From an optimization exercise on the open Yosys and OpenROAD flow, aimed at small area, a short achievable clock period and few clock cycles per item; shortcuts taken in it are not production practice.
Function was checked by simulation only, so behaviour that the tests miss may differ from the original.

==> flow/design.v, too long to show whole: its modules and the start of the top module <==
// module fft_fp_half: 13 lines
// module fft_fp_butterfly: 15 lines
// module fft_fp_tw: 1305 lines
// module fft_fp: 320 lines
module fft_fp #(
  parameter int unsigned LOG2_NS = 4,
  parameter int unsigned NS      = 16,
  parameter int unsigned DATA_W  = 18,
  parameter int unsigned FRAC_W  = 12,
  parameter int unsigned TW_W    = 16
) (
  input  logic                     clk,
  input  logic                     rst_n,
  input  logic                     start,
  input  logic                     inverse,
  input  logic                     in_valid,
  output logic                     in_ready,
  input  logic signed [DATA_W-1:0] in_re,
  input  logic signed [DATA_W-1:0] in_im,
  output logic                     out_valid,
  input  logic                     out_ready,
  output logic signed [DATA_W-1:0] out_re,
  output logic signed [DATA_W-1:0] out_im,
  output logic                     out_last,
  output logic                     busy
);
  // ...
==> flow/run.sh <==
#!/bin/bash
# synth_recipe.tcl (not shown) runs the flow's synth.tcl, then flattens the netlist and writes it again
# the make line also repeats each setting of config.mk as NAME=value (left out here)
make -C /OpenROAD-flow-scripts/flow DESIGN_CONFIG=/design/flow/config.mk WORK_HOME=/design/flow/orfs CLKGATE_MAP_FILE= SYNTH_SCRIPT=/design/flow/synth_recipe.tcl finish
==> flow/config.mk <==
export PLATFORM = sky130hd
export DESIGN_NAME = fft_fp
export DESIGN_NICKNAME = fft_fp
export VERILOG_FILES = /design/flow/design.v
export SDC_FILE = /design/flow/constraint.sdc
export NUM_CORES = 4
export LEC_CHECK = 0
export CAP_MARGIN = 20
export CORE_MARGIN = 2
export CORE_UTILIZATION = 40
export SLEW_MARGIN = 20
==> flow/constraint.sdc <==
create_clock -name core_clock -period 20.0 [get_ports {clk}]
set_input_delay 4.0000 -clock core_clock [delete_from_list [all_inputs] [get_ports {clk}]]
set_output_delay 4.0000 -clock core_clock [all_outputs]
set_load 0.01 [all_outputs]
==> run_results.csv, run 1 <==
group,metric,value,unit
final_layout,n_clock_buffer,135,
min_path,hp-start,"inv_q",
detailed_routing,routed-wl-met2,112800,um
global_route,overflow,0,
yosys,synth_top_area_share,0.2186,
timing,max_slew_margin,0.1978,
timing,slew_violations,0,
global_route,antenna_found_initial,13,
floorplanning,design.core.area,164600,um2
yosys,yosysMostFrequentCell,"inv_1",
yosys,synthMuxAreaShare,0.1094,
clock_network,clock-root-buffer,"clkbuf_16",
floorplanning,dieArea,168800,um2
global_route,grt_max_degree,184,
detailed_routing,avgRoutedWirePerCell,25.57,um
yosys,yosys-top-cells-area,"dfxtp_1, fa_1, ha_1",
final_layout,n_all_inverters,762,
global_route,grt_usage,0.2868,
final_layout,comb.multi_input.count,5607,
final_layout,finalNonFillerCells,9693,
yosys,syn_inst,7562,
detailed_routing,wl_met1,104300,um
outcome,status,"timing/DRC/antenna clean",
global_route,grt_use_met1,0.3775,
final_layout,nets,8397,
worst_setup_path,max_stage_delay,540,ps
placed_design,post-place-ws,12620,ps
min_path,hold_class,"reg2reg",
final_layout,final_cell_mix,"inv_1, dfxtp_1, nor2_1, ha_1, nand2_1",
yosys,ys_types,107,
clock_network,htreeDepth,3,
detailed_routing,routed.top_layer,"met5",
floorplanning,taps,2189,
yosys,seq_area_frac_synth,0.2520,
floorplanning,ios,82,
worst_setup_path,worstSetupPathDepth,24,
worst_setup_path,worstPathArrival,7920,ps
yosys,synth_compound_area_frac,0.1833,
Testbench counts, summed over its fixed seeds: cycles 2,560, transforms 64.
==> module fft_fp, before the edit <==
module fft_fp #(
  parameter int unsigned LOG2_NS = 4,
  parameter int unsigned NS      = 16,
  parameter int unsigned DATA_W  = 18,
  parameter int unsigned FRAC_W  = 12,
  parameter int unsigned TW_W    = 16
) (
  input  logic                     clk,
  input  logic                     rst_n,
  input  logic                     start,
  input  logic                     inverse,
  input  logic                     in_valid,
  output logic                     in_ready,
  input  logic signed [DATA_W-1:0] in_re,
  input  logic signed [DATA_W-1:0] in_im,
  output logic                     out_valid,
  input  logic                     out_ready,
  output logic signed [DATA_W-1:0] out_re,
  output logic signed [DATA_W-1:0] out_im,
  output logic                     out_last,
  output logic                     busy
);
  if (NS != 16 || LOG2_NS != 4 || DATA_W != 18 || TW_W != 16) begin : g_chk
    $error("fft_fp: only the 16-point, 18-bit, 16-bit-twiddle configuration is supported");
  end
  logic        run_q, inv_q, ov_q, last_q;
  logic        inv_s0, inv_pe, inv_po, inv_tw, inv_ct;
  logic [3:0]  ph_q;      
  logic [4:0]  n_q;       
  logic [4:0]  t_q;       
  logic [1:0]  lp_q;      
  logic [4:0]  c_q;       
  logic [35:0] sr_q [16];
  logic [35:0] oq_q;
  logic [37:0] prod_q;
  logic        rdy_q, ldok_q;
  logic        f_s0w, f_st1, f_loop, f_s2e, f_s2o;
  logic        ev_prd, ev_w4, od_prd, od_w4;
  logic        tw_prd, tw_asel;
  logic [18:0] xr_q, xi_q;
  logic [17:0] yr_q, yi_q;
  logic        t_swp, t_c13, t_c2, t_sub, t_sxr, t_syr, t_sxi, t_syi;
  logic acc, ld_out;
  always_comb begin
    acc    = rdy_q && in_valid;
    ld_out = ldok_q && (!ov_q || out_ready);
  end
  logic [35:0] s0_a, s0_b;
  fft_fp_butterfly u_s0 (
    .a_i(sr_q[8]), .tr_i({sr_q[0][35], sr_q[0][35:18]}), .ti_i({sr_q[0][17], sr_q[0][17:0]}),
    .nr_i(1'b0), .ni_i(1'b0), .inv_i(inv_s0), .a_o(s0_a), .b_o(s0_b));
  logic [35:0] pe_b_ev, pe_b_od, pe_a_od;
  logic [18:0] ev_tr, ev_ti, od_tr, od_ti;
  logic        ev_nr, ev_ni, od_nr, od_ni;
  always_comb begin
    pe_b_ev = f_st1 ? sr_q[1] : sr_q[3];
    pe_b_od = f_st1 ? sr_q[9] : sr_q[6];
    pe_a_od = f_st1 ? sr_q[13] : sr_q[8];
    if (ev_prd) begin
      {ev_tr, ev_ti, ev_nr, ev_ni} = {prod_q[37:19], prod_q[18:0], 1'b0, 1'b0};
    end else if (ev_w4) begin
      {ev_tr, ev_ti, ev_nr, ev_ni} = {pe_b_ev[17], pe_b_ev[17:0], pe_b_ev[35], pe_b_ev[35:18],
                                      inv_pe, !inv_pe};
    end else begin
      {ev_tr, ev_ti, ev_nr, ev_ni} = {pe_b_ev[35], pe_b_ev[35:18], pe_b_ev[17], pe_b_ev[17:0],
                                      1'b0, 1'b0};
    end
    if (od_prd) begin
      {od_tr, od_ti, od_nr, od_ni} = {prod_q[37:19], prod_q[18:0], 1'b0, 1'b0};
    end else if (od_w4) begin
      {od_tr, od_ti, od_nr, od_ni} = {pe_b_od[17], pe_b_od[17:0], pe_b_od[35], pe_b_od[35:18],
                                      inv_po, !inv_po};
    end else begin
      {od_tr, od_ti, od_nr, od_ni} = {pe_b_od[35], pe_b_od[35:18], pe_b_od[17], pe_b_od[17:0],
                                      1'b0, 1'b0};
    end
  end
  logic [35:0] ev_a, ev_b, od_a, od_b;
  fft_fp_butterfly u_pe (.a_i(sr_q[5]), .tr_i(ev_tr), .ti_i(ev_ti), .nr_i(ev_nr), .ni_i(ev_ni),
                         .inv_i(inv_pe), .a_o(ev_a), .b_o(ev_b));
  fft_fp_butterfly u_po (.a_i(pe_a_od), .tr_i(od_tr), .ti_i(od_ti), .nr_i(od_nr), .ni_i(od_ni),
                         .inv_i(inv_po), .a_o(od_a), .b_o(od_b));
  logic [35:0] tw_a;
  always_comb begin
    tw_a = tw_prd ? 36'd0 : tw_asel ? sr_q[3] : sr_q[5];
  end
  logic [32:0] tw_sr, tw_si;
  fft_fp_tw u_tw (
    .a_i(tw_a), .xr_i(xr_q), .xi_i(xi_q), .yr_i(yr_q), .yi_i(yi_q), .c13(t_c13), .c2(t_c2), .a_en(!tw_prd),
    .sa(1'b0), .sub(t_sub), .inv3(inv_tw && !tw_prd),
    .sx_r(t_sxr), .sy_r(t_syr), .sx_i(t_sxi), .sy_i(t_syi),
    .s_r(tw_sr), .s_i(tw_si));
  logic [35:0] x_res;
  always_comb begin
    x_res = inv_tw ? {tw_sr[32:15], tw_si[32:15]} : {tw_sr[31:14], tw_si[31:14]};
  end
  always_ff @(posedge clk) begin
    begin
      if (!f_loop) begin
        sr_q[0] <= acc ? {in_re, in_im} : sr_q[15];
        for (int j = 1; j < 16; j++) sr_q[j] <= sr_q[j-1];
        if (f_s0w) begin
          sr_q[9] <= s0_a;
          sr_q[1] <= s0_b;
        end
        if (f_st1) begin
          sr_q[2]  <= od_a;
          sr_q[10] <= od_b;
          sr_q[14] <= ev_a;
          sr_q[6]  <= ev_b;
        end
      end else begin
        for (int j = 0; j < 16; j++) sr_q[j] <= sr_q[(j+12)%16];
        if (f_s2e) begin
          sr_q[9] <= ev_a;
          sr_q[7] <= ev_b;
        end
        if (f_s2o) begin
          sr_q[12] <= od_a;
          sr_q[10] <= od_b;
        end
      end
      prod_q <= {tw_sr[32:14], tw_si[32:14]};
    end
  end
  always_ff @(posedge clk) begin
    if (ld_out) oq_q <= x_res;
    xr_q <= xr_d ^ {19{tc[5]}};
    xi_q <= xi_d ^ {19{tc[3]}};
    yr_q <= tc[8] ? b_d[17:0]  ^ {18{tc[4]}} : 18'd0;
    yi_q <= tc[8] ? b_d[35:18] ^ {18{tc[2]}} : 18'd0;
    inv_s0 <= inv_q;
    inv_pe <= inv_s0;
    inv_po <= inv_pe;
    inv_tw <= inv_po;
    inv_ct <= inv_tw;
  end
  logic        run_d, inv_d, ov_d;
  logic [3:0]  ph_d;
  logic [4:0]  n_d, t_d, c_d;
  logic [1:0]  lp_d;
  always_comb begin
    run_d = run_q;
    inv_d = inv_q;
    ov_d  = ov_q;
    ph_d  = ph_q + 4'd1;
    n_d   = n_q;
    t_d   = t_q;
    c_d   = c_q;
    lp_d  = (t_q == 5'd21) ? 2'd0 : lp_q + 2'd1;
    if (!run_q) begin
      if (start) begin
        run_d = 1'b1;
        inv_d = inverse;
        ph_d  = '0;
        n_d   = '0;
        t_d   = '0;
        c_d   = '0;
      end
    end else begin
      if (acc) n_d = n_q + 5'd1;
      if (acc && n_q == 5'd15) t_d = 5'd16;
      else if (t_q != 5'd0 && t_q != 5'd23) t_d = t_q + 5'd1;
      if (ld_out) begin
        ov_d = 1'b1;
        c_d  = c_q + 5'd1;
      end else if (out_ready) begin
        ov_d = 1'b0;
        if (ov_q && c_q[4]) run_d = 1'b0;
      end
    end
  end
  function automatic logic [9:0] twdec(input logic [2:0] k, input logic sub, input logic inv);
    logic swp, sxr, syr, sxi, syi, c2, eqr, eqi;
    case (k)
      3'd0:    {swp, sxr, syr, sxi, syi} = {1'b0, 1'b0, 1'b0, 1'b0, 1'b0};
      3'd4:    {swp, sxr, syr, sxi, syi} = {1'b1, inv, 1'b0, !inv, 1'b0};
      3'd2:    {swp, sxr, syr, sxi, syi} = {1'b0, 1'b0, inv, 1'b0, !inv};
      3'd6:    {swp, sxr, syr, sxi, syi} = {1'b0, 1'b1, inv, 1'b1, !inv};
      3'd1:    {swp, sxr, syr, sxi, syi} = {1'b0, 1'b0, inv, 1'b0, !inv};
      3'd3:    {swp, sxr, syr, sxi, syi} = {1'b1, inv, 1'b0, !inv, 1'b0};
      3'd5:    {swp, sxr, syr, sxi, syi} = {1'b1, inv, 1'b1, !inv, 1'b1};
      default: {swp, sxr, syr, sxi, syi} = {1'b0, 1'b1, inv, 1'b1, !inv};
    endcase
    c2  = (k[1:0] == 2'b10);
    eqr = (sxr == syr);
    eqi = (sxi == syi);
    if (c2 && !eqi) sxi = !sxi;
    twdec = {swp, k[0], c2, sub, sxr ^ sub, syr ^ sub, sxi ^ sub, syi ^ sub, eqr, eqi};
  endfunction
  logic [4:0] t_n;
  logic       prd_d, ldok_d, rdy_d;
  logic [1:0] e_ev_d, e_od_d;
  logic       s2o_d, st1_d;
  always_comb begin
    t_n    = (t_q != 5'd0 && t_q != 5'd23) ? t_q + 5'd1 : t_q;
    prd_d  = (t_n >= 5'd18) && (t_n <= 5'd21);
    s2o_d  = (t_n >= 5'd19) && (t_n <= 5'd22);
    st1_d  = f_s0w && (n_q >= 5'd13);
    e_ev_d = 2'(t_n - 5'd18);
    e_od_d = 2'(t_n - 5'd19);
    if (!run_q) rdy_d = start;
    else if (acc) rdy_d = (n_q != 5'd15);
    else rdy_d = !n_q[4] && (4'(ph_q + 4'd1) == n_q[3:0]);
    if (!run_q || t_n < 5'd22) ldok_d = 1'b0;
    else if (ld_out) ldok_d = !(c_q == 5'd15);
    else ldok_d = !c_q[4] && (2'(lp_d) == c_q[1:0]);
  end
  logic [9:0] dc0_q, dc1_q, pdec_q;
  logic       bh0_q, bh1_q, pm_q, pb11_q;
  logic [4:0] t_2;
  logic [4:0] cp1, cp2;
  always_comb begin
    t_2 = (t_q == 5'd0) ? 5'd0 : (t_q >= 5'd22) ? 5'd23 : t_q + 5'd2;
    cp1 = c_q + 5'd1;
    cp2 = c_q + 5'd2;
  end
  always_ff @(posedge clk) begin
    dc0_q  <= ld_out ? twdec(cp1[2:0], cp1[3], inv_ct) : twdec(c_q[2:0], c_q[3], inv_ct);
    dc1_q  <= ld_out ? twdec(cp2[2:0], cp2[3], inv_ct) : twdec(cp1[2:0], cp1[3], inv_ct);
    bh0_q  <= ld_out ? cp1[2] : c_q[2];
    bh1_q  <= ld_out ? cp2[2] : cp1[2];
    pm_q   <= (t_2 >= 5'd18) && (t_2 <= 5'd21);
    pb11_q <= (t_2 == 5'd20);
    pdec_q <= twdec({(t_2 >= 5'd20), 2'b10}, 1'b0, inv_ct);
  end
  logic [9:0]  tc;
  logic        bh;
  logic [35:0] b_d;
  logic [18:0] bs_d, bd_d, xr_d, xi_d;
  always_comb begin
    tc = pm_q ? pdec_q : ldok_q ? dc1_q : dc0_q;
    bh = ldok_q ? bh1_q : bh0_q;
    if (pm_q) b_d = pb11_q ? sr_q[11] : sr_q[14];
    else      b_d = bh ? sr_q[14] : sr_q[0];
    if (tc[9]) b_d = {b_d[17:0], b_d[35:18]};
    bs_d  = 19'($signed(b_d[35:18])) + 19'($signed(b_d[17:0]));
    bd_d  = 19'($signed(b_d[35:18])) - 19'($signed(b_d[17:0]));
    if (tc[7]) begin
      xr_d = tc[1] ? bs_d : bd_d;
      xi_d = tc[0] ? bs_d : bd_d;
    end else begin
      xr_d = 19'($signed(b_d[35:18]));
      xi_d = 19'($signed(b_d[17:0]));
    end
  end
  always_ff @(posedge clk or negedge rst_n) begin
    if (!rst_n) begin
      run_q  <= 1'b0;
      inv_q  <= 1'b0;
      ov_q   <= 1'b0;
      last_q <= 1'b0;
      ph_q   <= '0;
      n_q    <= '0;
      t_q    <= '0;
      lp_q   <= '0;
      c_q    <= '0;
      rdy_q  <= 1'b0;
      ldok_q <= 1'b0;
      f_s0w  <= 1'b0;
      f_st1  <= 1'b0;
      f_loop <= 1'b0;
      f_s2e  <= 1'b0;
      f_s2o  <= 1'b0;
      ev_prd <= 1'b0;
      ev_w4  <= 1'b0;
      od_prd <= 1'b0;
      od_w4  <= 1'b0;
      tw_prd <= 1'b0;
      tw_asel <= 1'b0;
      t_swp  <= 1'b0;
      t_c13  <= 1'b0;
      t_c2   <= 1'b0;
      t_sub  <= 1'b0;
      t_sxr  <= 1'b0;
      t_syr  <= 1'b0;
      t_sxi  <= 1'b0;
      t_syi  <= 1'b0;
    end else begin
      run_q  <= run_d;
      inv_q  <= inv_d;
      ov_q   <= ov_d;
      last_q <= ov_d && c_d[4];
      ph_q   <= ph_d;
      n_q    <= n_d;
      t_q    <= t_d;
      lp_q   <= lp_d;
      c_q    <= c_d;
      rdy_q  <= rdy_d;
      ldok_q <= ldok_d;
      f_s0w  <= acc && (n_q >= 5'd8);
      f_st1  <= st1_d;
      f_loop <= (t_d >= 5'd18);
      f_s2e  <= prd_d;
      f_s2o  <= s2o_d;
      ev_prd <= prd_d && e_ev_d[0];
      ev_w4  <= st1_d || (prd_d && (e_ev_d == 2'd2));
      od_prd <= s2o_d && e_od_d[0];
      od_w4  <= s2o_d && (e_od_d == 2'd2);
      tw_prd <= pm_q;
      tw_asel <= bh;
      t_swp  <= tc[9];
      t_c13  <= tc[8];
      t_c2   <= tc[7];
      t_sub  <= tc[6];
      t_sxr  <= tc[5];
      t_syr  <= tc[4];
      t_sxi  <= tc[3];
      t_syi  <= tc[2];
    end
  end
  always_comb begin
    busy      = run_q;
    in_ready  = rdy_q;
    out_valid = ov_q;
    out_last  = last_q;
    out_re    = oq_q[35:18];
    out_im    = oq_q[17:0];
  end
endmodule
==> run 2: changes to the inputs <==
--- a/flow/design.v
+++ b/flow/design.v
@@ -29,18 +29,20 @@
 module fft_fp_tw (
   input  logic [35:0] a_i,
   input  logic [18:0] xr_i,
   input  logic [18:0] xi_i,
   input  logic [17:0] yr_i,
   input  logic [17:0] yi_i,
   input  logic        c13, c2, a_en, sa, sub, inv3,
   input  logic        sx_r, sy_r, sx_i, sy_i,
-  output logic [32:0] s_r,
-  output logic [32:0] s_i
+  output logic [18:0] ua_r, ub_r,
+  output logic        c_r,
+  output logic [18:0] ua_i, ub_i,
+  output logic        c_i
 );
   wire nt = c13 | c2;
   wire [17:0] ar = a_i[35:18];
   wire [17:0] ai = a_i[17:0];
   wire tr_w1 = xr_i[0];
   wire tr_w2 = xr_i[1];
   wire tr_w3 = xr_i[2];
   wire tr_w4 = xr_i[3];
@@ -679,17 +681,20 @@
   wire tr_w637 = tr_w509 ^ tr_w570 ^ tr_w571;
   wire tr_w638 = (tr_w509 & tr_w570) | (tr_w509 & tr_w571) | (tr_w570 & tr_w571);
   wire tr_w639 = tr_w511 ^ tr_w572 ^ tr_w573;
   wire tr_w640 = (tr_w511 & tr_w572) | (tr_w511 & tr_w573) | (tr_w572 & tr_w573);
   wire tr_w641 = tr_w512 ^ tr_w574 ^ tr_w575;
   wire tr_w642 = (tr_w512 & tr_w574) | (tr_w512 & tr_w575) | (tr_w574 & tr_w575);
   wire [32:0] r_va = {tr_w640, tr_w638, tr_w636, tr_w634, tr_w632, tr_w630, tr_w628, tr_w626, tr_w624, tr_w622, tr_w620, tr_w618, tr_w616, tr_w614, tr_w612, tr_w610, tr_w608, tr_w606, tr_w604, tr_w602, tr_w600, tr_w598, tr_w596, tr_w594, tr_w592, tr_w590, tr_w588, tr_w586, tr_w584, tr_w582, tr_w580, tr_w578, sub};
   wire [32:0] r_vb = {tr_w641, tr_w639, tr_w637, tr_w635, tr_w633, tr_w631, tr_w629, tr_w627, tr_w625, tr_w623, tr_w621, tr_w619, tr_w617, tr_w615, tr_w613, tr_w611, tr_w609, tr_w607, tr_w605, tr_w603, tr_w601, tr_w599, tr_w597, tr_w595, tr_w593, tr_w591, tr_w589, tr_w587, tr_w585, tr_w583, tr_w581, tr_w579, tr_w577};
-  assign s_r = r_va + r_vb;
+  wire [14:0] r_lo = {1'b0, r_va[13:0]} + {1'b0, r_vb[13:0]};
+  assign ua_r = r_va[32:14];
+  assign ub_r = r_vb[32:14];
+  assign c_r = r_lo[14];
   wire ti_w1 = xi_i[0];
   wire ti_w2 = xi_i[1];
   wire ti_w3 = xi_i[2];
   wire ti_w4 = xi_i[3];
   wire ti_w5 = xi_i[4];
   wire ti_w6 = xi_i[5];
   wire ti_w7 = xi_i[6];
   wire ti_w8 = xi_i[7];
@@ -1324,17 +1329,20 @@
   wire ti_w637 = ti_w509 ^ ti_w570 ^ ti_w571;
   wire ti_w638 = (ti_w509 & ti_w570) | (ti_w509 & ti_w571) | (ti_w570 & ti_w571);
   wire ti_w639 = ti_w511 ^ ti_w572 ^ ti_w573;
   wire ti_w640 = (ti_w511 & ti_w572) | (ti_w511 & ti_w573) | (ti_w572 & ti_w573);
   wire ti_w641 = ti_w512 ^ ti_w574 ^ ti_w575;
   wire ti_w642 = (ti_w512 & ti_w574) | (ti_w512 & ti_w575) | (ti_w574 & ti_w575);
   wire [32:0] i_va = {ti_w640, ti_w638, ti_w636, ti_w634, ti_w632, ti_w630, ti_w628, ti_w626, ti_w624, ti_w622, ti_w620, ti_w618, ti_w616, ti_w614, ti_w612, ti_w610, ti_w608, ti_w606, ti_w604, ti_w602, ti_w600, ti_w598, ti_w596, ti_w594, ti_w592, ti_w590, ti_w588, ti_w586, ti_w584, ti_w582, ti_w580, ti_w578, sub};
   wire [32:0] i_vb = {ti_w641, ti_w639, ti_w637, ti_w635, ti_w633, ti_w631, ti_w629, ti_w627, ti_w625, ti_w623, ti_w621, ti_w619, ti_w617, ti_w615, ti_w613, ti_w611, ti_w609, ti_w607, ti_w605, ti_w603, ti_w601, ti_w599, ti_w597, ti_w595, ti_w593, ti_w591, ti_w589, ti_w587, ti_w585, ti_w583, ti_w581, ti_w579, ti_w577};
-  assign s_i = i_va + i_vb;
+  wire [14:0] i_lo = {1'b0, i_va[13:0]} + {1'b0, i_vb[13:0]};
+  assign ua_i = i_va[32:14];
+  assign ub_i = i_vb[32:14];
+  assign c_i = i_lo[14];
 endmodule
 module fft_fp #(
   parameter int unsigned LOG2_NS = 4,
   parameter int unsigned NS      = 16,
   parameter int unsigned DATA_W  = 18,
   parameter int unsigned FRAC_W  = 12,
   parameter int unsigned TW_W    = 16
 ) (
@@ -1361,39 +1369,43 @@
   logic [3:0]  ph_q;      
   logic [4:0]  n_q;       
   logic [4:0]  t_q;       
   logic [1:0]  lp_q;      
   logic [4:0]  c_q;       
   logic [35:0] sr_q [16];
   logic [35:0] oq_q;
   logic [37:0] prod_q;
-  logic        rdy_q, ldok_q;
+  logic        rdy_q, ldq_q;
   logic        f_s0w, f_st1, f_loop, f_s2e, f_s2o;
   logic        ev_prd, ev_w4, od_prd, od_w4;
   logic        tw_prd, tw_asel;
+  logic [18:0] ua_r_q, ub_r_q, ua_i_q, ub_i_q;
+  logic        cr_q, ci_q, v1_q, v2_q;
+  logic [3:0]  tg1_q, tg2_q;
   logic [18:0] xr_q, xi_q;
   logic [17:0] yr_q, yi_q;
   logic        t_swp, t_c13, t_c2, t_sub, t_sxr, t_syr, t_sxi, t_syi;
   logic acc, ld_out;
   always_comb begin
     acc    = rdy_q && in_valid;
-    ld_out = ldok_q && (!ov_q || out_ready);
+    ld_out = v2_q && (tg2_q == c_q[3:0]) && !c_q[4] && (!ov_q || out_ready);
   end
   logic [35:0] s0_a, s0_b;
   fft_fp_butterfly u_s0 (
     .a_i(sr_q[8]), .tr_i({sr_q[0][35], sr_q[0][35:18]}), .ti_i({sr_q[0][17], sr_q[0][17:0]}),
     .nr_i(1'b0), .ni_i(1'b0), .inv_i(inv_s0), .a_o(s0_a), .b_o(s0_b));
-  logic [35:0] pe_b_ev, pe_b_od, pe_a_od;
+  logic [35:0] pe_a_ev, pe_b_ev, pe_b_od, pe_a_od;
   logic [18:0] ev_tr, ev_ti, od_tr, od_ti;
   logic        ev_nr, ev_ni, od_nr, od_ni;
   always_comb begin
-    pe_b_ev = f_st1 ? sr_q[1] : sr_q[3];
-    pe_b_od = f_st1 ? sr_q[9] : sr_q[6];
-    pe_a_od = f_st1 ? sr_q[13] : sr_q[8];
+    pe_a_ev = f_st1 ? sr_q[5] : sr_q[9];
+    pe_b_ev = f_st1 ? sr_q[1] : sr_q[7];
+    pe_b_od = f_st1 ? sr_q[9] : sr_q[10];
+    pe_a_od = f_st1 ? sr_q[13] : sr_q[12];
     if (ev_prd) begin
       {ev_tr, ev_ti, ev_nr, ev_ni} = {prod_q[37:19], prod_q[18:0], 1'b0, 1'b0};
     end else if (ev_w4) begin
       {ev_tr, ev_ti, ev_nr, ev_ni} = {pe_b_ev[17], pe_b_ev[17:0], pe_b_ev[35], pe_b_ev[35:18],
                                       inv_pe, !inv_pe};
     end else begin
       {ev_tr, ev_ti, ev_nr, ev_ni} = {pe_b_ev[35], pe_b_ev[35:18], pe_b_ev[17], pe_b_ev[17:0],
                                       1'b0, 1'b0};
@@ -1404,33 +1416,37 @@
       {od_tr, od_ti, od_nr, od_ni} = {pe_b_od[17], pe_b_od[17:0], pe_b_od[35], pe_b_od[35:18],
                                       inv_po, !inv_po};
     end else begin
       {od_tr, od_ti, od_nr, od_ni} = {pe_b_od[35], pe_b_od[35:18], pe_b_od[17], pe_b_od[17:0],
                                       1'b0, 1'b0};
     end
   end
   logic [35:0] ev_a, ev_b, od_a, od_b;
-  fft_fp_butterfly u_pe (.a_i(sr_q[5]), .tr_i(ev_tr), .ti_i(ev_ti), .nr_i(ev_nr), .ni_i(ev_ni),
+  fft_fp_butterfly u_pe (.a_i(pe_a_ev), .tr_i(ev_tr), .ti_i(ev_ti), .nr_i(ev_nr), .ni_i(ev_ni),
                          .inv_i(inv_pe), .a_o(ev_a), .b_o(ev_b));
   fft_fp_butterfly u_po (.a_i(pe_a_od), .tr_i(od_tr), .ti_i(od_ti), .nr_i(od_nr), .ni_i(od_ni),
                          .inv_i(inv_po), .a_o(od_a), .b_o(od_b));
   logic [35:0] tw_a;
   always_comb begin
     tw_a = tw_prd ? 36'd0 : tw_asel ? sr_q[3] : sr_q[5];
   end
-  logic [32:0] tw_sr, tw_si;
+  logic [18:0] tw_uar, tw_ubr, tw_uai, tw_ubi;
+  logic        tw_cr, tw_ci;
   fft_fp_tw u_tw (
     .a_i(tw_a), .xr_i(xr_q), .xi_i(xi_q), .yr_i(yr_q), .yi_i(yi_q), .c13(t_c13), .c2(t_c2), .a_en(!tw_prd),
     .sa(1'b0), .sub(t_sub), .inv3(inv_tw && !tw_prd),
     .sx_r(t_sxr), .sy_r(t_syr), .sx_i(t_sxi), .sy_i(t_syi),
-    .s_r(tw_sr), .s_i(tw_si));
+    .ua_r(tw_uar), .ub_r(tw_ubr), .c_r(tw_cr), .ua_i(tw_uai), .ub_i(tw_ubi), .c_i(tw_ci));
+  logic [18:0] hs_r, hs_i;
   logic [35:0] x_res;
   always_comb begin
-    x_res = inv_tw ? {tw_sr[32:15], tw_si[32:15]} : {tw_sr[31:14], tw_si[31:14]};
+    hs_r  = ua_r_q + ub_r_q + {18'd0, cr_q};
+    hs_i  = ua_i_q + ub_i_q + {18'd0, ci_q};
+    x_res = inv_tw ? {hs_r[18:1], hs_i[18:1]} : {hs_r[17:0], hs_i[17:0]};
   end
   always_ff @(posedge clk) begin
     begin
       if (!f_loop) begin
         sr_q[0] <= acc ? {in_re, in_im} : sr_q[15];
         for (int j = 1; j < 16; j++) sr_q[j] <= sr_q[j-1];
         if (f_s0w) begin
           sr_q[9] <= s0_a;
@@ -1440,25 +1456,27 @@
           sr_q[2]  <= od_a;
           sr_q[10] <= od_b;
           sr_q[14] <= ev_a;
           sr_q[6]  <= ev_b;
         end
       end else begin
         for (int j = 0; j < 16; j++) sr_q[j] <= sr_q[(j+12)%16];
         if (f_s2e) begin
-          sr_q[9] <= ev_a;
-          sr_q[7] <= ev_b;
+          sr_q[13] <= ev_a;
+          sr_q[11] <= ev_b;
         end
         if (f_s2o) begin
-          sr_q[12] <= od_a;
-          sr_q[10] <= od_b;
+          sr_q[0]  <= od_a;
+          sr_q[14] <= od_b;
         end
       end
-      prod_q <= {tw_sr[32:14], tw_si[32:14]};
+      prod_q <= {hs_r, hs_i};
+      {ua_r_q, ub_r_q, cr_q} <= {tw_uar, tw_ubr, tw_cr};
+      {ua_i_q, ub_i_q, ci_q} <= {tw_uai, tw_ubi, tw_ci};
     end
   end
   always_ff @(posedge clk) begin
     if (ld_out) oq_q <= x_res;
     xr_q <= xr_d ^ {19{tc[5]}};
     xi_q <= xi_d ^ {19{tc[3]}};
     yr_q <= tc[8] ? b_d[17:0]  ^ {18{tc[4]}} : 18'd0;
     yi_q <= tc[8] ? b_d[35:18] ^ {18{tc[2]}} : 18'd0;
@@ -1475,30 +1493,30 @@
   always_comb begin
     run_d = run_q;
     inv_d = inv_q;
     ov_d  = ov_q;
     ph_d  = ph_q + 4'd1;
     n_d   = n_q;
     t_d   = t_q;
     c_d   = c_q;
-    lp_d  = (t_q == 5'd21) ? 2'd0 : lp_q + 2'd1;
+    lp_d  = (t_q == 5'd20) ? 2'd0 : lp_q + 2'd1;
     if (!run_q) begin
       if (start) begin
         run_d = 1'b1;
         inv_d = inverse;
         ph_d  = '0;
         n_d   = '0;
         t_d   = '0;
         c_d   = '0;
       end
     end else begin
       if (acc) n_d = n_q + 5'd1;
       if (acc && n_q == 5'd15) t_d = 5'd16;
-      else if (t_q != 5'd0 && t_q != 5'd23) t_d = t_q + 5'd1;
+      else if (t_q != 5'd0 && t_q != 5'd24) t_d = t_q + 5'd1;
       if (ld_out) begin
         ov_d = 1'b1;
         c_d  = c_q + 5'd1;
       end else if (out_ready) begin
         ov_d = 1'b0;
         if (ov_q && c_q[4]) run_d = 1'b0;
       end
     end
@@ -1517,58 +1535,60 @@
     endcase
     c2  = (k[1:0] == 2'b10);
     eqr = (sxr == syr);
     eqi = (sxi == syi);
     if (c2 && !eqi) sxi = !sxi;
     twdec = {swp, k[0], c2, sub, sxr ^ sub, syr ^ sub, sxi ^ sub, syi ^ sub, eqr, eqi};
   endfunction
   logic [4:0] t_n;
-  logic       prd_d, ldok_d, rdy_d;
+  logic       s2e_d, s2o_d, st1_d, rdy_d;
   logic [1:0] e_ev_d, e_od_d;
-  logic       s2o_d, st1_d;
   always_comb begin
-    t_n    = (t_q != 5'd0 && t_q != 5'd23) ? t_q + 5'd1 : t_q;
-    prd_d  = (t_n >= 5'd18) && (t_n <= 5'd21);
-    s2o_d  = (t_n >= 5'd19) && (t_n <= 5'd22);
+    t_n    = (t_q != 5'd0 && t_q != 5'd24) ? t_q + 5'd1 : t_q;
+    s2e_d  = (t_n >= 5'd19) && (t_n <= 5'd22);
+    s2o_d  = (t_n >= 5'd20) && (t_n <= 5'd23);
     st1_d  = f_s0w && (n_q >= 5'd13);
-    e_ev_d = 2'(t_n - 5'd18);
-    e_od_d = 2'(t_n - 5'd19);
+    e_ev_d = 2'(t_n - 5'd19);
+    e_od_d = 2'(t_n - 5'd20);
     if (!run_q) rdy_d = start;
     else if (acc) rdy_d = (n_q != 5'd15);
     else rdy_d = !n_q[4] && (4'(ph_q + 4'd1) == n_q[3:0]);
-    if (!run_q || t_n < 5'd22) ldok_d = 1'b0;
-    else if (ld_out) ldok_d = !(c_q == 5'd15);
-    else ldok_d = !c_q[4] && (2'(lp_d) == c_q[1:0]);
   end
   logic [9:0] dc0_q, dc1_q, pdec_q;
-  logic       bh0_q, bh1_q, pm_q, pb11_q;
-  logic [4:0] t_2;
-  logic [4:0] cp1, cp2;
+  logic       bh0_q, bh1_q, iv0_q, iv1_q, pm_q, pb11_q;
+  logic [3:0] ic0_q, ic1_q;
+  logic [4:0] t_1, ci0, ci1;
+  logic [4:0] cq1;
   always_comb begin
-    t_2 = (t_q == 5'd0) ? 5'd0 : (t_q >= 5'd22) ? 5'd23 : t_q + 5'd2;
-    cp1 = c_q + 5'd1;
-    cp2 = c_q + 5'd2;
+    t_1 = (t_q == 5'd0) ? 5'd0 : (t_q >= 5'd23) ? 5'd24 : t_q + 5'd1;
+    cq1 = c_q + 5'd1;
+    ci0 = c_q + {3'd0, 2'(lp_d - c_q[1:0])};
+    ci1 = cq1 + {3'd0, 2'(lp_d - cq1[1:0])};
   end
   always_ff @(posedge clk) begin
-    dc0_q  <= ld_out ? twdec(cp1[2:0], cp1[3], inv_ct) : twdec(c_q[2:0], c_q[3], inv_ct);
-    dc1_q  <= ld_out ? twdec(cp2[2:0], cp2[3], inv_ct) : twdec(cp1[2:0], cp1[3], inv_ct);
-    bh0_q  <= ld_out ? cp1[2] : c_q[2];
-    bh1_q  <= ld_out ? cp2[2] : cp1[2];
-    pm_q   <= (t_2 >= 5'd18) && (t_2 <= 5'd21);
-    pb11_q <= (t_2 == 5'd20);
-    pdec_q <= twdec({(t_2 >= 5'd20), 2'b10}, 1'b0, inv_ct);
+    dc0_q  <= twdec(ci0[2:0], ci0[3], inv_ct);
+    dc1_q  <= twdec(ci1[2:0], ci1[3], inv_ct);
+    bh0_q  <= ci0[2];
+    bh1_q  <= ci1[2];
+    ic0_q  <= ci0[3:0];
+    ic1_q  <= ci1[3:0];
+    iv0_q  <= !ci0[4] && (t_1 >= 5'd21);
+    iv1_q  <= !ci1[4] && (t_1 >= 5'd21);
+    pm_q   <= (t_1 >= 5'd17) && (t_1 <= 5'd20);
+    pb11_q <= (t_1 == 5'd19);
+    pdec_q <= twdec({(t_1 >= 5'd19), 2'b10}, 1'b0, inv_ct);
   end
   logic [9:0]  tc;
   logic        bh;
   logic [35:0] b_d;
   logic [18:0] bs_d, bd_d, xr_d, xi_d;
   always_comb begin
-    tc = pm_q ? pdec_q : ldok_q ? dc1_q : dc0_q;
-    bh = ldok_q ? bh1_q : bh0_q;
+    tc = pm_q ? pdec_q : ldq_q ? dc1_q : dc0_q;
+    bh = ldq_q ? bh1_q : bh0_q;
     if (pm_q) b_d = pb11_q ? sr_q[11] : sr_q[14];
     else      b_d = bh ? sr_q[14] : sr_q[0];
     if (tc[9]) b_d = {b_d[17:0], b_d[35:18]};
     bs_d  = 19'($signed(b_d[35:18])) + 19'($signed(b_d[17:0]));
     bd_d  = 19'($signed(b_d[35:18])) - 19'($signed(b_d[17:0]));
     if (tc[7]) begin
       xr_d = tc[1] ? bs_d : bd_d;
       xi_d = tc[0] ? bs_d : bd_d;
@@ -1584,17 +1604,21 @@
       ov_q   <= 1'b0;
       last_q <= 1'b0;
       ph_q   <= '0;
       n_q    <= '0;
       t_q    <= '0;
       lp_q   <= '0;
       c_q    <= '0;
       rdy_q  <= 1'b0;
-      ldok_q <= 1'b0;
+      ldq_q  <= 1'b0;
+      v1_q   <= 1'b0;
+      v2_q   <= 1'b0;
+      tg1_q  <= '0;
+      tg2_q  <= '0;
       f_s0w  <= 1'b0;
       f_st1  <= 1'b0;
       f_loop <= 1'b0;
       f_s2e  <= 1'b0;
       f_s2o  <= 1'b0;
       ev_prd <= 1'b0;
       ev_w4  <= 1'b0;
       od_prd <= 1'b0;
@@ -1615,24 +1639,28 @@
       ov_q   <= ov_d;
       last_q <= ov_d && c_d[4];
       ph_q   <= ph_d;
       n_q    <= n_d;
       t_q    <= t_d;
       lp_q   <= lp_d;
       c_q    <= c_d;
       rdy_q  <= rdy_d;
-      ldok_q <= ldok_d;
+      ldq_q  <= ld_out;
+      v1_q   <= !pm_q && (ldq_q ? iv1_q : iv0_q);
+      tg1_q  <= ldq_q ? ic1_q : ic0_q;
+      v2_q   <= v1_q;
+      tg2_q  <= tg1_q;
       f_s0w  <= acc && (n_q >= 5'd8);
       f_st1  <= st1_d;
       f_loop <= (t_d >= 5'd18);
-      f_s2e  <= prd_d;
+      f_s2e  <= s2e_d;
       f_s2o  <= s2o_d;
-      ev_prd <= prd_d && e_ev_d[0];
-      ev_w4  <= st1_d || (prd_d && (e_ev_d == 2'd2));
+      ev_prd <= s2e_d && e_ev_d[0];
+      ev_w4  <= st1_d || (s2e_d && (e_ev_d == 2'd2));
       od_prd <= s2o_d && e_od_d[0];
       od_w4  <= s2o_d && (e_od_d == 2'd2);
       tw_prd <= pm_q;
       tw_asel <= bh;
       t_swp  <= tc[9];
       t_c13  <= tc[8];
       t_c2   <= tc[7];
       t_sub  <= tc[6];
==> run_results.csv, run 2 <==
group,metric,value,unit
outcome,status,"timing/DRC/antenna clean",
floorplanning,design.core.area,167400,um2
yosys,synth_seq_cells,895,
yosys,synth_commonest_cells,"dfxtp_1, inv_1, nor2_1, ha_1, nand2_1",
final_layout,largestRegisters,"sr_q: 576 flops, prod_q: 38 flops, oq_q: 36 flops",
global_route,use_met2,0.4427,
placed_design,place_hpwl,197900,um
clock_network,path_clk_slew,60,ps
timing,setup-tns-final,0,ps
worst_setup_path,cp_cell_sequence,"buf_4 > buf_12 > mux2_2 > xnor2_1 > nand2_1 > o21ai_0 > mux2_2 > inv_1 > fa_1 > ha_1 > fa_1 > a21o_1 > a21oi_1 > o21ai_1 > a311o_1 > a31oi_1 > o31ai_1 > a21oi_1 > nand2_1 > a41oi_1",
yosys,syn_nets,8461,
worst_setup_path,end_kind,"flip-flop",
worst_setup_path,worstPathArrival,7430,ps
timing,post-route-period-util,0.3380,
placed_design,place_area,70410,um2
final_layout,final_cell_mix,"dfxtp_1, inv_1, nor2_1, ha_1, nand2_1",
yosys,syn-cell-area,67590,um2
yosys,yosysMostFrequentCell,"dfxtp_1",
timing,hold_viol,0,
global_route,grt_pass1_vias,53760,
timing,post-route-min-period,6760,ps
detailed_routing,antenna_left,0,
final_layout,layout.core_utilization,0.4424,
yosys,synth_top_area_share,0.2384,
detailed_routing,wl,250500,um
worst_setup_path,cp-start-kind,"flip-flop",
yosys,seq_area_frac_synth,0.2744,
detailed_routing,avgRoutedWirePerCell,25.93,um
timing,worstMarginPinSlew,1243,ps
clock_network,tritoncts,"built",
yosys,synth_edf_count,36,
timing,slew_violations,0,
detailed_routing,vias,55710,
clock_network,cts_buffers,101,
placed_design,placed_cells,9468,
floorplanning,initial_core_util,0.4037,
final_layout,area_delta_synth_final,9.577,%
yosys,postSynthAreaPerCell,9.031,um2
detailed_routing,vias_per_cell,5.766,
floorplanning,fp.dieH,415.1,um
placed_design,place_congestion,1.021,
clock_network,insertion_delay,780,ps
yosys,yosysWarnings,4,
min_path,hold_class,"reg2reg",
detailed_routing,drt_iter0_markers,5513,
timing,fin_worst_skew,59.34,ps
detailed_routing,first_pass_iters,6,
run,drv_cap,0,
worst_setup_path,cp_slowest_cell,"dfrtp_4",
global_route,grt_usage,0.2837,
floorplanning,fp.dieW,415.1,um
final_layout,layout_commonest_cell,"dfxtp_1",
yosys,syn_inst,7484,
worst_setup_path,worstPathMaxFanout,136,
timing,finalSetupViolations,0,
floorplanning,row_count,150,
global_route,antenna_found_initial,34,
yosys,synthArstFlopShare,0.06034,
placed_design,numPortBuffers,81,
yosys,yosysTopAreaCell,"dfxtp_1",
global_route,grt_use_met1,0.3592,
final_layout,nFillCells,16350,
clock_network,ctsLongestPathBuffers,3,
yosys,synth_flop_cell,"dfxtp_1",
detailed_routing,drc,0,
clock_network,clock-root-buffer,"clkbuf_16",
final_layout,drive_gt1_frac,0.1108,
worst_setup_path,max_stage_delay,660,ps
final_layout,regMostFlops,"sr_q",
final_layout,finalNonFillerCells,9662,
global_route,grtUsageMet3,0.07343,
final_layout,nets,8344,
timing,rsz0062_at_grt,"false",
worst_setup_path,critPathRequiredTime,20670,ps
final_layout,postLayoutCellArea,74060,um2
worst_setup_path,crit_type,"reg2reg",
global_route,grt_max_degree,195,
clock_network,htreeDepth,3,
yosys,ys_types,93,
global_route,grt_busiest_layer,"met2",
floorplanning,ios,82,
clock_network,postCtsHoldBufs,0,
global_route,overflow,0,
final_layout,largest_reg_flops,576,
global_route,grt_pass1_wl,363000,um
timing,max_slew_margin,0.1477,
clock_network,ctsResizeCount,0,
floorplanning,dieArea,172300,um2
timing,finalHoldWorstSlack,347.4,ps
clock_network,cts_sinks,895,
clock_network,post-cts-setup-buffers,0,
yosys,yosys-top-cells-area,"dfxtp_1, fa_1, ha_1",
timing,timing.fmax,147.9,MHz
==> run 2: area by class of cell <==
type | instances | area, um2 | share of cell area
inverters | 754 | 2840 | 0.03835
repair buffers | 158 | 1411 | 0.01906
flip-flops and latches | 895 | 18580 | 0.2509
clock buffers | 138 | 2952 | 0.03985
well taps | 2204 | 2758 | 0.03724
diodes | 3 | 7.507 | 0.0001014
multi-input cells | 5457 | 44830 | 0.6053
clock inverters | 53 | 684.4 | 0.009241
==> run 2: logic make-up (layout without fill, tap and decap cells) <==
group,count (synthesis),count (layout),synth area share
buf+inv,1132,1103,0.06378
fa+ha+maj,935,935,0.2144
flops,895,895,0.2744
simple gates,1574,1574,0.1019
mux,717,717,0.1184
other cells,0,3,0
xor+xnor,427,427,0.05574
compound gates,1804,1804,0.1713
==> run 2: metal layers <==
layer	up-vias	wire length (um)
li1	25580	-
met5	-	103
met1	27220	101700
met4	16	15420
met2	2315	110400
met3	573	22870
==> run 2: critical path, delay by kind of cell (launching register included) <==
kind	cells	cell delay (ps)
compound gates	9	2430
xor+xnor	1	130
fa+ha+maj	3	1140
buf+inv	3	1060
flops	1	660
mux	2	750
simple gates	2	210
==> run 2: worst paths after layout <==
kind                           from  cells after the start      endpoint  slack, ps
setup / recovery              f_st1                     20  sr_q[11][31]      13240
hold / removal             tg1_q[3]                      0      tg2_q[3]        350
setup reg to reg              f_st1                     20  sr_q[11][31]      13240
hold reg to reg            tg1_q[3]                      0      tg2_q[3]        350
max in group asynchronous     rst_n                      1         f_st1      15900
min in group asynchronous     rst_n                      1      tg2_q[3]       3380
==> run 2: metrics by stage <==
step | setup slack, ps
after global routing | 13150
final | 13240
after CTS | 13480
after floorplan | 13110
after detailed placement | 13190
after global placement | 13210
Testbench counts of run 2, summed over its fixed seeds: cycles 2,624, transforms 64.
==> run 3: changes to the inputs <==
--- a/flow/config.mk
+++ b/flow/config.mk
@@ -7,5 +7,5 @@
 export LEC_CHECK = 0
-export CAP_MARGIN = 20
+export CAP_MARGIN = 60
 export CORE_MARGIN = 2
 export CORE_UTILIZATION = 40
-export SLEW_MARGIN = 20
+export SLEW_MARGIN = 60
==> run_results.csv, run 3 <==
group,metric,value,unit
min_path,hp-start,"tg1_q[0]",
yosys,postSynthAreaPerCell,9.031,um2
floorplanning,ios,82,
detailed_routing,vias,55430,
detailed_routing,antenna_left,0,
global_route,grt_max_degree,94,
detailed_routing,wl,250900,um
yosys,synth_flop_cell,"dfxtp_1",
worst_setup_path,cp-start-kind,"flip-flop",
placed_design,place_hpwl,198700,um
yosys,yosysWarnings,4,
yosys,syn_nets,8461,
timing,worstMarginPinSlew,702.0,ps
yosys,ys_types,93,
timing,finalSetupViolations,0,
clock_network,cts_sinks,895,
worst_setup_path,worstPathMaxFanout,81,
yosys,yosys-top-cells-area,"dfxtp_1, fa_1, ha_1",
final_layout,seqCellArea,18610,um2
floorplanning,design.core.area,167400,um2
clock_network,post-cts-setup-buffers,0,
clock_network,path_clk_slew,70,ps
detailed_routing,drt_iter0_markers,5438,
worst_setup_path,max_stage_delay,680,ps
clock_network,postCtsHoldBufs,0,
global_route,grt_pass1_vias,54130,
placed_design,post-place-ws,13340,ps
final_layout,layout.core_utilization,0.4484,
placed_design,place_congestion,1.021,
min_path,hold_class,"reg2reg",
yosys,synth_edf_count,36,
final_layout,largest_reg_flops,576,
floorplanning,dieArea,172300,um2
yosys,synth_top_family_by_area,"adder cells",
timing,setup-tns-final,0,ps
worst_setup_path,critPathRequiredTime,20700,ps
placed_design,numPortBuffers,81,
timing,setup_slack,13150,ps
yosys,synth_top_area_share,0.2384,
final_layout,layout_commonest_cell,"dfxtp_1",
global_route,grt_usage,0.2840,
worst_setup_path,rr_startpoint,"f_st1",
yosys,yosys.area_share.xor_xnor,0.05574,
final_layout,drive_gt1_frac,0.1246,
final_layout,area_delta_synth_final,11.06,%
yosys,synthMuxAreaShare,0.1184,
final_layout,largestRegisters,"sr_q: 576 flops, prod_q: 38 flops, oq_q: 36 flops",
yosys,synthArstFlopShare,0.06034,
worst_setup_path,crit_start,"f_st1",
final_layout,regMostFlops,"sr_q",
worst_setup_path,worstPathArrival,7550,ps
detailed_routing,first_pass_iters,6,
yosys,syn-cell-area,67590,um2
clock_network,ctsResizeCount,0,
global_route,antenna_found_initial,29,
yosys,synth_seq_cells,895,
detailed_routing,drc,0,
worst_setup_path,cp_cell_sequence,"buf_4 > buf_12 > buf_16 > buf_16 > mux2_2 > xnor2_1 > nand2_1 > o21ai_0 > mux2_2 > inv_1 > fa_1 > ha_1 > fa_1 > a21o_1 > a21oi_1 > o21ai_1 > a311o_1 > a31oi_1 > a21oi_1 > a211o_1 > a31o_1 > o2bb2ai_1",
clock_network,clock-root-buffer,"clkbuf_16",
clock_network,insertion_delay,780,ps
floorplanning,row_count,150,
yosys,synthAdderAreaFrac,0.2144,
worst_setup_path,cp_slowest_cell,"dfrtp_4",
run,drv_cap,0,
worst_setup_path,path_buf_inv,5,
timing,max_slew_margin,0.5320,
worst_setup_path,crit_type,"reg2reg",
final_layout,final_cell_mix,"dfxtp_1, inv_1, nor2_1, ha_1, nand2_1",
floorplanning,initial_core_util,0.4037,
timing,rsz0062_at_grt,"false",
detailed_routing,vias_per_cell,5.726,
timing,timing.fmax,146.0,MHz
yosys,yosysTopAreaCell,"dfxtp_1",
final_layout,nFillCells,16190,
floorplanning,fp.dieW,415.1,um
yosys,seq_area_frac_synth,0.2744,
yosys,synth_commonest_cells,"dfxtp_1, inv_1, nor2_1, ha_1, nand2_1",
worst_setup_path,end_kind,"flip-flop",
clock_network,htreeDepth,3,
timing,post-route-min-period,6852,ps
timing,slew_violations,0,
worst_setup_path,cp_top_family,"compound AO/OA/AOI/OAI gates",
outcome,status,"timing/DRC/antenna clean",
timing,fin_worst_skew,58.10,ps
clock_network,tritoncts,"built",
final_layout,nets,8363,
timing,post-route-period-util,0.3426,
clock_network,cts_buffers,100,
yosys,synth_compound_area_frac,0.1713,
floorplanning,fp.dieH,415.1,um
clock_network,ctsLongestPathBuffers,3,
yosys,syn_inst,7484,
final_layout,multiInputGateArea,45340,um2
yosys,yosysMostFrequentCell,"dfxtp_1",
global_route,overflow,0,
detailed_routing,avgRoutedWirePerCell,25.92,um
yosys,synth_simple_gate_area_frac,0.1019,
timing,hold_viol,0,
global_route,grt_pass1_wl,363700,um
## run 3: per-layer routing
metal	vias up	GRT usage	routed length [um]
li1	25600	-	-
met1	27080	0.3608	102700
met2	2161	0.4381	109700
met3	582	0.06956	21690
met4	16	0.1644	16610
met5	-	0	114
## run 3: per-stage QoR
stage	hold slack [ps]	cell area, um2	cells
3_3_place_gp	338.6	70380	9468
6_report	348.4	75060	9681
4_1_cts	350.6	74890	9671
3_5_place_dp	343.4	71270	9484
5_1_grt	363.0	75040	9675
2_1_floorplan	329.0	67590	7484
## run 3: layout make-up
type,count,share of cell area
Antenna cell,6,0.0002000
Clock inverter,55,0.01055
Tap cell,2204,0.03674
Clock buffer,132,0.03766
Multi-Input combinational cell,5457,0.6041
Inverter,754,0.03794
Timing Repair Buffer,178,0.02497
Sequential cell,895,0.2479
## run 3: final timing paths
kind / to / slack (ps) / depth (start not counted)
max in group asynchronous: od_prd / 16400 / 2
setup / recovery: sr_q[11][34] / 13150 / 22
min in group asynchronous: c_q[1] / 3090 / 1
hold / removal: tg2_q[0] / 350 / 0
setup reg to reg: sr_q[11][34] / 13150 / 22
hold reg to reg: tg2_q[0] / 350 / 0
## run 3: cell families after synthesis
| kind of cell | count (synthesis) |
|---|---|
| adders and majority gates | 935 |
| DFF | 895 |
| xor gates and xnor gates | 427 |
| muxes | 717 |
| AOI/OAI and AO/OA | 1804 |
| buffers and inverters | 1132 |
| and+or+nand+nor | 1574 |

## afterwards: timing with drivers on the ports
The flow's constraints put no driver on any port. The routed layouts listed below were extracted and timed again, unchanged, in two steps.
Step 1: set_driving_cell puts a clkbuf_16 on clk and a buf_2 on each other input, an assumption about the parent block.
Step 2 adds t to the input delays and takes it off the output delays; t is the mean of the earliest and latest rising clock arrival at the registers after step 1. Input paths then give back, and output paths get back, about the clock's delay inside the block.
Three values: ideal ports, drivers, drivers and shift; two values: the first two.
run | t, ns | slack for setup (ns) | worst setup path after step 2 | clock arrival spread, ns | pins driven straight from the clock port
run 1 | 0.807 | 12.564 / 12.564 / 12.564 | register to register | 0.065 / 0.064 | 1
run 2 | 0.835 | 13.240 / 13.240 / 13.171 | input to register | 0.059 / 0.060 | 1
run 3 | 0.838 | 13.148 / 13.148 / 13.148 | register to register | 0.058 / 0.058 | 1
After both steps setup and hold are still met in every run listed. For run 2, which loses most, drivers alone change the setup slack by 0.000 ns; drivers and shift together by -0.069 ns.
